This is an optimization exercise on Yosys and OpenROAD, whose aim is small area, not a production implementation. In this exercise RTL edits were held to simulation tests only and were not proved equivalent to the original. Power and IR drop assume default switching activity.

==> flow/design.v <==
module stream_cfg_queue #(
    parameter int CFGMEM_SIZE = 4,
    parameter int N_AGE       = 8,
    parameter int NBIT_WORD   = 32,
    parameter int LOG2_N_AGE  = $clog2(N_AGE),
    parameter int NBIT_CNT    = $clog2(CFGMEM_SIZE + 1)
) (
    input  logic                                   clk_i,
    input  logic                                   rst_n_i,
    input  logic                                   flush_i,
    input  logic                                   wr_en_i,
    input  logic [LOG2_N_AGE-1:0]                  wr_age_i,
    input  logic [NBIT_WORD-1:0]                   wr_data_i,
    input  logic                                   commit_i,
    input  logic                                   cfg_next_i,
    output logic [CFGMEM_SIZE*N_AGE*NBIT_WORD-1:0] cfgmem_content_o,
    output logic [NBIT_CNT-1:0]                    count_o,
    output logic                                   empty_o,
    output logic                                   full_o,
    output logic                                   err_overflow_o,
    output logic                                   err_underflow_o
);
    localparam int NSLOT = CFGMEM_SIZE + 1;
    localparam logic [NBIT_CNT-1:0] FULL_CNT = NBIT_CNT'(CFGMEM_SIZE);
    logic [NSLOT-1:0][N_AGE-1:0][NBIT_WORD-1:0] slot_q, slot_d;
    logic [NSLOT-1:0][N_AGE-1:0] vld_q, vld_d;
    logic [NBIT_CNT-1:0] count_q, count_d;
    logic                err_ovf_q, err_unf_q;
    logic                is_empty, is_full;
    logic                do_push, do_pop;
    logic [NBIT_CNT-1:0] tgt;       
    logic [NBIT_WORD-1:0] wd_n;
    assign is_empty = (count_q == '0);
    assign is_full  = (count_q == FULL_CNT);
    assign do_pop   = cfg_next_i && !is_empty;
    assign do_push  = commit_i && (!is_full || cfg_next_i);
    assign tgt      = do_pop ? (count_q - 1'b1) : count_q;
    assign wd_n     = ~wr_data_i;
    always_comb begin
        if (do_push && !do_pop) begin
            count_d = count_q + 1'b1;
        end else if (do_pop && !do_push) begin
            count_d = count_q - 1'b1;
        end else begin
            count_d = count_q;
        end
    end
    for (genvar k = 0; k < NSLOT; k++) begin : g_slot
        for (genvar a = 0; a < N_AGE; a++) begin : g_word
            logic wsel;
            assign wsel = wr_en_i && (wr_age_i == LOG2_N_AGE'(a)) && (tgt == NBIT_CNT'(k));
            if (k < NSLOT - 1) begin : g_shift
                assign slot_d[k][a] = ~(({NBIT_WORD{!do_pop && !wsel}} & ~slot_q[k][a]) |
                                        ({NBIT_WORD{do_pop && !wsel}}  & ~slot_q[k+1][a]) |
                                        ({NBIT_WORD{wsel}}             & wd_n));
            end else begin : g_top
                assign slot_d[k][a] = ~(({NBIT_WORD{!wsel}} & ~slot_q[k][a]) |
                                        ({NBIT_WORD{wsel}}  & wd_n));
            end
            logic vld_up;
            if (k < NSLOT - 1) begin : g_vup
                assign vld_up = vld_q[k+1][a];
            end else begin : g_vtop
                assign vld_up = 1'b0;
            end
            assign vld_d[k][a] = !flush_i && !(commit_i && (count_d == NBIT_CNT'(k))) &&
                                 (wsel || (do_pop ? vld_up : vld_q[k][a]));
            if (k < CFGMEM_SIZE) begin : g_out
                assign cfgmem_content_o[(k*N_AGE+a)*NBIT_WORD +: NBIT_WORD] =
                    ~(~slot_q[k][a] | {NBIT_WORD{!(vld_q[k][a] && (count_q > NBIT_CNT'(k)))}});
            end
        end
    end
    always_ff @(posedge clk_i) begin
        slot_q <= slot_d;
    end
    always_ff @(posedge clk_i or negedge rst_n_i) begin
        if (!rst_n_i) begin
            vld_q     <= '0;
            count_q   <= '0;
            err_ovf_q <= 1'b0;
            err_unf_q <= 1'b0;
        end else begin
            vld_q     <= vld_d;
            count_q   <= flush_i ? '0 : count_d;
            err_ovf_q <= !flush_i && (err_ovf_q || (commit_i && is_full && !cfg_next_i));
            err_unf_q <= !flush_i && (err_unf_q || (cfg_next_i && is_empty));
        end
    end
    assign count_o         = count_q;
    assign empty_o         = is_empty;
    assign full_o          = is_full;
    assign err_overflow_o  = err_ovf_q;
    assign err_underflow_o = err_unf_q;
endmodule
==> flow/run.sh <==
#!/bin/bash
# synth_recipe.tcl (not shown) runs the flow's synth.tcl, then flattens the netlist and writes it again
# the make line also repeats each setting of config.mk as NAME=value (left out here)
make -C /OpenROAD-flow-scripts/flow DESIGN_CONFIG=/design/flow/config.mk WORK_HOME=/design/flow/orfs CLKGATE_MAP_FILE= SYNTH_SCRIPT=/design/flow/synth_recipe.tcl finish
==> flow/config.mk <==
export PLATFORM = sky130hd
export DESIGN_NAME = stream_cfg_queue
export DESIGN_NICKNAME = stream_cfg_queue
export VERILOG_FILES = /design/flow/design.v
export SDC_FILE = /design/flow/constraint.sdc
export NUM_CORES = 4
export LEC_CHECK = 0
export CAP_MARGIN = 20
export CORE_MARGIN = 2
export CORE_UTILIZATION = 40
export SLEW_MARGIN = 20
==> flow/constraint.sdc <==
create_clock -name core_clock -period 4.0 [get_ports {clk_i}]
set_input_delay 0.8000 -clock core_clock [delete_from_list [all_inputs] [get_ports {clk_i}]]
set_output_delay 0.8000 -clock core_clock [all_outputs]
set_load 0.01 [all_outputs]
==> metrics.md <==
| Metric | Value |
|---|---|
| Status | `finished with violations` |
| Layout Check Failures | `setup timing` |
| Clk pin slew, worst setup/hold paths | `around 60 ps` |
| Drt first pass iters | `7` |
| Post-Route M1 WL | `111 mm` |
| DRC | `0` |
| Vias | `around 58000` |
| Max frequency | `roughly 250 MHz` |
| Ports | `about 1100` |
| Hold slack | `between 100 and 150 ps` |
| CTS Buf Count | `roughly 150` |
| Die ar. | `approximately 160000 um2` |
| Number of flops mapped to enable cells by yosys | `roughly 260` |
| Avg Cell Area, Syn | `8.63 um2` |
| WP buf/inv | `4` |
| Detailed Place HPWL | `between 150 and 200 mm` |
| Startpoint Class | `flop` |
| Num Clock Sinks | `approximately 1300` |
| CP max-delay cell | `clkdlybuf4s50_1` |
| Fin Setup TNS | `-24.8 ps` |
| Combinational share of power | `31.8%` |
| RSZ-0062 raised after global routing | `true` |
| Fin util | `between 50% and 60%` |
| Max-Cap Viols | `0` |
| Drt initial violations | `6725` |
| Initial Util | `approximately two fifths` |
| Max-slew headroom | `about a fifth` |
| Highest routed layer | `met5` |
| Final hold vios | `0` |
| Syn_nets | `just over 7000` |
| Worst path most repeated cell | `ha_1` |
| Area delta synth->final | `31.4%` |
| Synth top area share | `~33%` |
| Number of distinct library cells after synthesis | `54` |
| IO Port Bufs | `roughly 1100` |
| Longest Clk Path Bufs | `3` |
| Vias in the first global route | `~55000` |
| CTS tree | `yes` |
| Htree depth | `4` |
| Leading post-synthesis cells by cell area | `dfxtp_1, nand2_1, edfxtp_1` |
| CP Max Fanout | `75` |
| Leakage power | `approximately 0.039 uW` |
| Worst-case vdd ir drop | `approximately 0.39 mV` |
| Routed met3 length | `around 25 mm` |
| Pwr Density | `679 nW/um2` |
| Global-route usage over all layers | `34.3%` |
| Setup Slack @ Placement | `around 96 ps` |
| Clock skew | `32.0 ps` |
| YS warnings | `1` |
| CP Capture Type | `primary output` |
| Routed wl met2 | `roughly 130 mm` |
| Period utilization | `100%` |
| Synth area leader | `dfxtp_1` |
| Clock period minus worst slack | `4020 ps` |
| Sw Ratio | `38.2%` |
| NetSw | `around 21000 uW` |
| Layout fillers | `about 14000` |
| Final setup viols | `2` |
| Cell count after synthesis | `slightly above 7000` |
| Wirelength per Cell | `28.3 um` |
| CP delay by family, top | `buffers and inverters` |
| Final nets | `8023` |
| Gr ovfl total | `0` |
| First-pass GRT wire length | `between 300 and 400 mm` |
| Top FF cell, synth | `dfxtp_1` |
| Clk pwr share | `25.6%` |
| CP max stage delay | `approximately 570 ps` |
| Initial antenna violation count | `19` |
| Sequential element share of the synthesized area | `about 47%` |
| Fin. max-slew vios | `0` |
| Core Area | `between 150000 and 200000 um2` |
| Flop pwr share | `a little over two fifths` |
| Clk Latency, worst-skew pair | `790 ps` |
| Largest net degree at the start of global routing | `172` |
| Worst-Margin Slew | `between 1000 and 1500 ps` |
| Antenna Nets Post-Route | `0` |
| Internal power | `34100 uW` |
| Die H | `between 300 and 400 um` |
| Routability cong. | `roughly 0.9` |
| Routed WL | `287 mm` |
| Die Span X | `397 um` |
| Rows | `between 100 and 150` |
| WP data required | `around 3200 ps` |
| Ys async rst share | `under 10%` |
| Synth Cell Area | `61900 um2` |
| CTS root buf | `clkbuf_16` |
| Number of synthesized register bits | `between 1000 and 1500` |
| # hold bufs at CTS | `0` |
| Final WS setup | `-17.9 ps` |
| Layout cells sized above 1 | `a little over an eighth` |
| HP Class | `primary input to asynchronous set/reset pin` |
| Cells along the critical path | `buf_4, ha_1, ha_1, nor2_4, buf_12, buf_16, and3_2, clkdlybuf4s50_1` |
| Via density | `around 5.7` |
| Crit path DAT | `approximately 3200 ps` |
| Setup CP Type | `flop to primary output` |
## layout by cell type, fill, tap and decap left out, types with 13 or more instances in the layout
cell type / netlist / layout
clkdlybuf4s50_1: 0 / 670
mux2i_1: 256 / 256
nor2_4: 0 / 15
buf_12: 0 / 90
buf_4: 3 / 184
a31oi_1: 291 / 291
and2_4: 0 / 17
nor2_1: 28 / 13
mux2_1: 177 / 177
clkbuf_16: 0 / 163
dlygate4sd2_1: 0 / 210
nand2_1: 2137 / 2130
nand3_1: 260 / 256
dfrtp_1: 45 / 44
mux2_2: 289 / 289
dlymetal6s2s_1: 0 / 115
dfxtp_1: 1024 / 1024
o21ai_0: 259 / 259
edfxtp_1: 256 / 256
mux2_4: 46 / 46
clkinv_2: 0 / 29
clkbuf_8: 0 / 23
nor3_1: 270 / 270
and3_4: 0 / 34
and3_1: 515 / 470
clkbuf_1: 586 / 39
nor2b_4: 0 / 16
and2_1: 522 / 495
buf_2: 64 / 31
## layout make-up
type,count,area [um2],area share [%]
diodes,9,22.5,0.0277
clock buffers,217,4340,5.34
clock inverters,60,618,0.760
inverters,8,30.0,0.0369
multi-input cells,5150,30200,37.2
flip-flops and latches,1325,29300,36.1
well taps,2044,2560,3.15
repair buffers,1342,14200,17.4
## power groups by stage
stage          Clock (uW)  Sequential, uW  Combinational (uW)
6_report            14100           23500               17500
5_1_grt             14700           23800               19100
4_1_cts             14200           23200               17200
3_5_place_dp            0           23500               16500
3_3_place_gp            0           23400               15900
2_1_floorplan           0           21000               12000
## worst register-to-register path, cell delays in order, from the launching register on
cell	delay [ps]
dfrtp_1	390
inv_2	180
ha_4	260
nand2b_4	190
buf_4	210
inv_2	160
nor3_2	60
buf_4	170
o22ai_4	410
buf_4	290
or2_2	720
a31oi_1	250
## cell families after synthesis
kind of cell               Yosys count  synth area share (%)
muxes                              768                  13.7
and+or+nand+nor                   3790                  28.5
adders and majority gates            6                 0.121
DFF                               1325                  47.4
AOI/OAI and AO/OA                  584                  5.46
xor gates and xnor gates             2                0.0283
buffers and inverters              699                  4.75
## Yosys cell counts (all sizes together) (45+ instances only)
library cell  instances
buf                 105
nor3                271
and3                515
and2                522
mux2                512
mux2i               256
o21ai               261
clkbuf              586
edfxtp              256
nand2              2141
a31oi               291
dfrtp                45
dfxtp              1024
nand3               260
## timing repair
action,4_1_cts,5_1_grt
pin swaps,2,0
cloned,11,8
setup endpoints to repair,798,213
setup buffers,34,6
gates resized for setup,350,153
## per-layer routing
metal,global-route usage (%),up-vias
met5,0,-
met4,18.6,2
met3,7.09,543
met2,56.1,3127
met1,42.4,28300
li1,-,25800
## path summary, 6_finish.rpt
| path | start | endpoint | slack, ps | depth (start not counted) |
|---|---|---|---|---|
| min in group core_clock | wr_data_i[14] | flop | 340 | 1 |
| min reg2reg | slot_q[720]$_DFF_P_ | slot_q[464]$_DFF_P_ | 490 | 2 |
| min | rst_n_i | vld_q[8]$_DFF_PN0_ | 110 | 1 |
| max reg2reg | count_q[0]$_DFF_PN0_ | slot_q[451]$_DFF_P_ | 570 | 11 |
| max in group asynchronous | rst_n_i | vld_q[11]$_DFF_PN0_ | 3060 | 2 |
| max | count_q[0]$_DFF_PN0_ | cfgmem_content_o[854] | -20 | 8 |
## metrics by stage
stage / cells / area [um2] / power (uW)
after detailed placement: 9810 / 74800 / 39900
after global routing: 10100 / 81300 / 57600
after CTS: 10100 / 80600 / 54600
after floorplan: 7174 / 61900 / 33100
final: 10200 / 81300 / 55200
after global placement: 9810 / 74800 / 39300

[afterwards: timing with drivers on the ports]
No port has a modelled driver above. Below, the same layout with a new extraction and two added sets of constraints. Step 1 assumes that a clkbuf_16 drives the clock port and a buf_2 every other input. Step 2 adds t to the input delays and takes it off the output delays; t is the mean of the earliest and latest rising clock arrival at the registers after step 1. Input paths then give back, and output paths get back, about the clock's delay inside the block. Three values: ideal, step 1, step 2; two values: the first two.
t (ns): 0.863
setup slack, ns: -0.018 / -0.104 / -0.008
worst register clock-pin slew, ns: 0.07 / 0.07
worst data-port slew with drivers (ns): 0.10
The setup slack of this run moves by -0.086 ns with the drivers and by +0.010 ns with both steps.
